Source: an optimization exercise on an open RTL-to-GDS flow (aim: small area, a short achievable clock period and few clock cycles per item). Production flows keep margins and buffers that such runs may drop.
Where RTL was checked, it was by simulation tests only, not by an equivalence proof against the original.
Power and IR drop assume default switching activity.

== the previous run ==
==> flow/design.v <==
package lz77_pkg;
  localparam int DATA_WD = 8;
  localparam int WIN_SIZE = 16;
  localparam int DST_WD = 5;
  localparam int LEN_MAX = 8;
  localparam int LEN_MIN = 3;
  localparam int LEN_WD = 4;
  localparam int BLK_LEN_WD = 8;
  localparam logic [1:0] ST_IDLE = 2'd0;   
  localparam logic [1:0] ST_UPT  = 2'd1;   
  localparam logic [1:0] ST_SCH  = 2'd2;   
endpackage
`timescale 1ns/1ns
import lz77_pkg::*;
module lz77_window (
  input  logic                  clk,
  input  logic                  rstn,
  input  logic                  start_i,
  input  logic [BLK_LEN_WD-1:0] cfg_len_i,
  input  logic [DATA_WD-1:0]    rd_dat_i,
  output logic                  rd_val_o,
  output logic [WIN_SIZE-1:0]   eq_o,
  output logic                  nv_o,
  output logic [DATA_WD-1:0]    lit_o
);
  logic                             rd_val_r;
  logic                             rd_out_r;
  logic [BLK_LEN_WD-1:0]            rem_r;
  logic [DST_WD-1:0]                cnt_r;
  logic [WIN_SIZE:0][DATA_WD-1:0]   hist_r;
  logic [WIN_SIZE-1:0]              vld_w;
  logic [WIN_SIZE-1:0]              eq_w;
  logic                             nv_r;
  always_ff @(posedge clk or negedge rstn) begin
    if (!rstn) begin
      rd_val_r <= 1'b0;
    end else begin
      rd_val_r <= start_i || (rd_val_r && rem_r > BLK_LEN_WD'(1));
    end
  end
  always_ff @(posedge clk or negedge rstn) begin
    if (!rstn) begin
      rd_out_r <= 1'b0;
    end else begin
      rd_out_r <= start_i || (rd_out_r && rem_r != BLK_LEN_WD'(1));
    end
  end
  always_ff @(posedge clk) begin
    rem_r <= start_i ? cfg_len_i : rem_r - 1'b1;
  end
  always_ff @(posedge clk) begin
    if (start_i || (nv_r && !rd_val_r)) begin
      cnt_r <= '0;
    end else if (nv_r && !cnt_r[DST_WD-1]) begin
      cnt_r <= cnt_r + 1'b1;
    end
  end
  always_ff @(posedge clk) begin
    hist_r <= {hist_r[WIN_SIZE-1:0], rd_dat_i};
  end
  always_comb begin
    for (int i = 0; i < WIN_SIZE; i++) begin
      vld_w[i] = (cnt_r > DST_WD'(i));
      eq_w[i]  = vld_w[i] && (hist_r[0] == hist_r[i + 1]);
    end
  end
  always_ff @(posedge clk or negedge rstn) begin
    if (!rstn) begin
      nv_r <= 1'b0;
    end else begin
      nv_r <= rd_val_r;
    end
  end
  assign rd_val_o = rd_out_r;
  assign eq_o     = eq_w;
  assign nv_o     = nv_r;
  assign lit_o    = hist_r[2];
endmodule
`timescale 1ns/1ns
import lz77_pkg::*;
module lz77_match_search (
  input  logic                clk,
  input  logic                rstn,
  input  logic [WIN_SIZE-1:0] eq_i,
  input  logic                nv_i,
  output logic                tok_lit_o,
  output logic                tok_mat_o,
  output logic                tok_lst_o,
  output logic [LEN_WD-1:0]   mat_len_o,
  output logic [DST_WD-1:0]   mat_dst_o
);
  logic [LEN_WD-1:0]   step_r;
  logic [WIN_SIZE-1:0] p1_r;
  logic [WIN_SIZE-1:0] p2_r;
  logic                near_r;
  logic                nv1_r;
  logic                st2_w;
  logic                stm_w;
  logic [WIN_SIZE-1:0] next_w;
  logic [WIN_SIZE-1:0] ext_w;
  logic [WIN_SIZE-1:0] pair_w;
  logic                any_w;
  logic                lst_w;
  logic                take_w;
  logic [DST_WD-1:0]   prio_dst_w;
  assign st2_w = (step_r == LEN_WD'(2));
  assign stm_w = (step_r >= LEN_WD'(LEN_MIN));
  always_comb begin
    for (int i = 0; i < WIN_SIZE; i++) begin
      next_w[i] = (step_r + LEN_WD'(1) == LEN_WD'(i + 1)) && (i < LEN_MAX);
    end
  end
  assign ext_w  = p2_r & eq_i;
  assign pair_w = p1_r & eq_i & {{(WIN_SIZE-2){1'b1}}, 2'b00};
  assign any_w  = (|ext_w) && !step_r[LEN_WD-1];
  always_comb begin
    prio_dst_w = '0;
    for (int i = WIN_SIZE - 1; i >= 0; i--) begin
      if (p2_r[i]) begin
        prio_dst_w = DST_WD'(i + 1);
      end
    end
    if (near_r) begin
      prio_dst_w = DST_WD'(step_r);
    end
  end
  assign tok_lit_o = st2_w && !any_w;
  assign tok_mat_o = stm_w && !any_w;
  assign lst_w     = st2_w ? !nv1_r : !nv_i;
  assign tok_lst_o = lst_w;
  assign mat_len_o = step_r;
  assign mat_dst_o = prio_dst_w;
  always_ff @(posedge clk or negedge rstn) begin
    if (!rstn) begin
      step_r <= '0;
    end else begin
      case (step_r)
        LEN_WD'(0): if (nv_i) step_r <= LEN_WD'(1);
        LEN_WD'(1): step_r <= LEN_WD'(2);
        LEN_WD'(2): if (any_w) step_r <= LEN_WD'(3);
                    else if (lst_w) step_r <= LEN_WD'(0);
        default:    if (any_w) step_r <= step_r + 1'b1;
                    else step_r <= lst_w ? LEN_WD'(0) : LEN_WD'(1);
      endcase
    end
  end
  assign take_w = stm_w || (st2_w && any_w);
  always_ff @(posedge clk) begin
    nv1_r  <= nv_i;
    p1_r   <= eq_i;
    p2_r   <= eq_i & (take_w ? (p2_r & ~next_w) : (p1_r & {{(WIN_SIZE-2){1'b1}}, 2'b00}));
    near_r <= |(ext_w & next_w);
  end
endmodule
`timescale 1ns/1ns
import lz77_pkg::*;
module lz77_token_out (
  input  logic                  clk,
  input  logic                  rstn,
  input  logic                  tok_lit_i,
  input  logic                  tok_mat_i,
  input  logic                  tok_lst_i,
  input  logic [DATA_WD-1:0]    lit_i,
  input  logic [LEN_WD-1:0]     mat_len_i,
  input  logic [DST_WD-1:0]     mat_dst_i,
  output logic                  val_o,
  output logic                  flg_lit_o,
  output logic [DATA_WD-1:0]    dat_lit_o,
  output logic [LEN_WD-1:0]     dat_len_o,
  output logic [DST_WD-1:0]     dat_dst_o,
  output logic                  flg_lst_o,
  output logic                  done_o
);
  logic               val_r;
  logic               lit_r;
  logic [DATA_WD-1:0] dat_r;
  logic [LEN_WD-1:0]  len_r;
  logic [DST_WD-1:0]  dst_r;
  logic               lst_r;
  logic               done_r;
  logic               tok_w;
  assign tok_w = tok_lit_i || tok_mat_i;
  always_ff @(posedge clk or negedge rstn) begin
    if (!rstn) begin
      val_r  <= 1'b0;
      lit_r  <= 1'b0;
      dat_r  <= '0;
      len_r  <= '0;
      dst_r  <= '0;
      lst_r  <= 1'b0;
      done_r <= 1'b0;
    end else begin
      val_r  <= tok_w;
      lit_r  <= tok_lit_i;
      dat_r  <= tok_lit_i ? lit_i : '0;
      len_r  <= tok_lit_i ? LEN_WD'(1) : (tok_mat_i ? mat_len_i : '0);
      dst_r  <= tok_mat_i ? mat_dst_i : '0;
      lst_r  <= tok_w && tok_lst_i;
      done_r <= lst_r;
    end
  end
  assign val_o     = val_r;
  assign flg_lit_o = lit_r;
  assign dat_lit_o = dat_r;
  assign dat_len_o = len_r;
  assign dat_dst_o = dst_r;
  assign flg_lst_o = lst_r;
  assign done_o    = done_r;
endmodule
`timescale 1ns/1ns
import lz77_pkg::*;
module lz77_top (
  input  logic                  clk,
  input  logic                  rstn,
  input  logic                  start_i,
  input  logic [BLK_LEN_WD-1:0] cfg_len_i,
  input  logic [DATA_WD-1:0]    rd_dat_i,
  output logic                  rd_val_o,
  output logic                  val_o,
  output logic                  flg_lit_o,
  output logic [DATA_WD-1:0]    dat_lit_o,
  output logic [LEN_WD-1:0]     dat_len_o,
  output logic [DST_WD-1:0]     dat_dst_o,
  output logic                  flg_lst_o,
  output logic                  done_o
);
  logic [WIN_SIZE-1:0] eq;
  logic                nv;
  logic [DATA_WD-1:0]  lit;
  logic                tok_lit;
  logic                tok_mat;
  logic                tok_lst;
  logic [LEN_WD-1:0]   mat_len;
  logic [DST_WD-1:0]   mat_dst;
  lz77_window u_window (
    .clk       (clk),
    .rstn      (rstn),
    .start_i   (start_i),
    .cfg_len_i (cfg_len_i),
    .rd_dat_i  (rd_dat_i),
    .rd_val_o  (rd_val_o),
    .eq_o      (eq),
    .nv_o      (nv),
    .lit_o     (lit)
  );
  lz77_match_search u_match_search (
    .clk       (clk),
    .rstn      (rstn),
    .eq_i      (eq),
    .nv_i      (nv),
    .tok_lit_o (tok_lit),
    .tok_mat_o (tok_mat),
    .tok_lst_o (tok_lst),
    .mat_len_o (mat_len),
    .mat_dst_o (mat_dst)
  );
  lz77_token_out u_token_out (
    .clk       (clk),
    .rstn      (rstn),
    .tok_lit_i (tok_lit),
    .tok_mat_i (tok_mat),
    .tok_lst_i (tok_lst),
    .lit_i     (lit),
    .mat_len_i (mat_len),
    .mat_dst_i (mat_dst),
    .val_o     (val_o),
    .flg_lit_o (flg_lit_o),
    .dat_lit_o (dat_lit_o),
    .dat_len_o (dat_len_o),
    .dat_dst_o (dat_dst_o),
    .flg_lst_o (flg_lst_o),
    .done_o    (done_o)
  );
endmodule
Settings: LEC_CHECK=0, CAP_MARGIN=20, CORE_MARGIN=2, CORE_UTILIZATION=40, CTS_BUF_LIST=sky130_fd_sc_hd__clkbuf_16, CTS_CLUSTER_DIAMETER=80, CTS_CLUSTER_SIZE=30, SETUP_SLACK_MARGIN=5, SLEW_MARGIN=20; clock period 8.0 ns.
standard.sh (not shown) runs the stock make flow with config.mk's settings and CLKGATE_MAP_FILE= SYNTH_SCRIPT=/design/flow/synth_recipe.tcl, a recipe that flattens the netlist after the stock synthesis.
==> flow/flow/run.sh <==
#!/bin/bash
# The standard layout with a tighter timing-repair target and small port buffers;
# the clock period and constraints are the design's. ORFS keeps each step's log under orfs/logs.
set -euo pipefail
bash standard.sh SETUP_SLACK_MARGIN=5.46 "BUFFER_PORTS_ARGS=-buffer_cell sky130_fd_sc_hd__buf_2" finish > standard.log 2>&1
Setup changes, the previous run to the current run
diff --git a/flow/design.v b/flow/design.v
--- a/flow/design.v
+++ b/flow/design.v
@@ -28,7 +28,8 @@
   logic [BLK_LEN_WD-1:0]            rem_r;
   logic [DST_WD-1:0]                cnt_r;
-  logic [WIN_SIZE:0][DATA_WD-1:0]   hist_r;
+  logic [WIN_SIZE-1:0][DATA_WD-1:0] hist_r;
   logic [WIN_SIZE-1:0]              vld_w;
   logic [WIN_SIZE-1:0]              eq_w;
+  logic [WIN_SIZE-1:0]              eq_r;
   logic                             nv_r;
   always_ff @(posedge clk or negedge rstn) begin
@@ -50,18 +51,21 @@
   end
   always_ff @(posedge clk) begin
-    if (start_i || (nv_r && !rd_val_r)) begin
+    if (start_i || (rd_val_r && rem_r == BLK_LEN_WD'(1))) begin
       cnt_r <= '0;
-    end else if (nv_r && !cnt_r[DST_WD-1]) begin
+    end else if (rd_val_r && !cnt_r[DST_WD-1]) begin
       cnt_r <= cnt_r + 1'b1;
     end
   end
   always_ff @(posedge clk) begin
-    hist_r <= {hist_r[WIN_SIZE-1:0], rd_dat_i};
+    hist_r <= {hist_r[WIN_SIZE-2:0], rd_dat_i};
   end
   always_comb begin
     for (int i = 0; i < WIN_SIZE; i++) begin
       vld_w[i] = (cnt_r > DST_WD'(i));
-      eq_w[i]  = vld_w[i] && (hist_r[0] == hist_r[i + 1]);
-    end
+      eq_w[i]  = vld_w[i] && (rd_dat_i == hist_r[i]);
+    end
+  end
+  always_ff @(posedge clk) begin
+    eq_r <= eq_w;
   end
   always_ff @(posedge clk or negedge rstn) begin
@@ -73,5 +77,5 @@
   end
   assign rd_val_o = rd_out_r;
-  assign eq_o     = eq_w;
+  assign eq_o     = eq_r;
   assign nv_o     = nv_r;
   assign lit_o    = hist_r[2];
### Flow results
- Changes observed in the current run relative to the previous run: sequential share of layout area up 5.9 points, flip-flop and latch count rose by 3.8%, die area now sits lower, cell count fell by 7.8%, total of plain and repair buffers excluding clock buffers now sits lower.
- Compared with the previous run, the current run shows count of fill cells added during filler insertion lower by 1.9%.
- In the tables for the previous run and the current run, maximum frequency from static timing analysis reads higher with the current run.
- Data required time of the critical path, the previous run and the current run: larger value in the previous run
- The current run ended up with a lower switching portion of total power than the previous run did.
- Total power sits lower in the current run than in the previous run.
- On clock latency of the later-clocked register in the worst-skew pair, the previous run and the current run are neck and neck.
Testbench counts of the current run, summed over its fixed seeds: cycles 41,294, bytes 39,715.
No functional check of the RTL was part of the previous run.

-- afterwards: timing with drivers on the ports --
In the flow no input, the clock included, has a driving cell. The finished layouts below were timed again as built, in two steps.
Step 1: set_driving_cell puts a clkbuf_16 on clk and a buf_2 on each other input, an assumption about the parent block.
Step 2 also shifts input and output timing later by t, the mid clock arrival at the registers, as if the neighbouring blocks saw the same clock.
Slacks: ideal ports / drivers / drivers and shift; pairs: ideal ports / drivers.
run	t (ns)	setup slack, ns	slew at the worst register clock pin (ns)
the previous run	0.508	5.379 / 5.343 / 5.379	0.11 / 0.11
the current run	0.493	5.409 / 5.367 / 5.115	0.11 / 0.11
After both steps setup and hold are still met in every run listed. The setup slack of the current run, which loses most, moves by -0.042 ns with the drivers and by -0.294 ns with both steps.
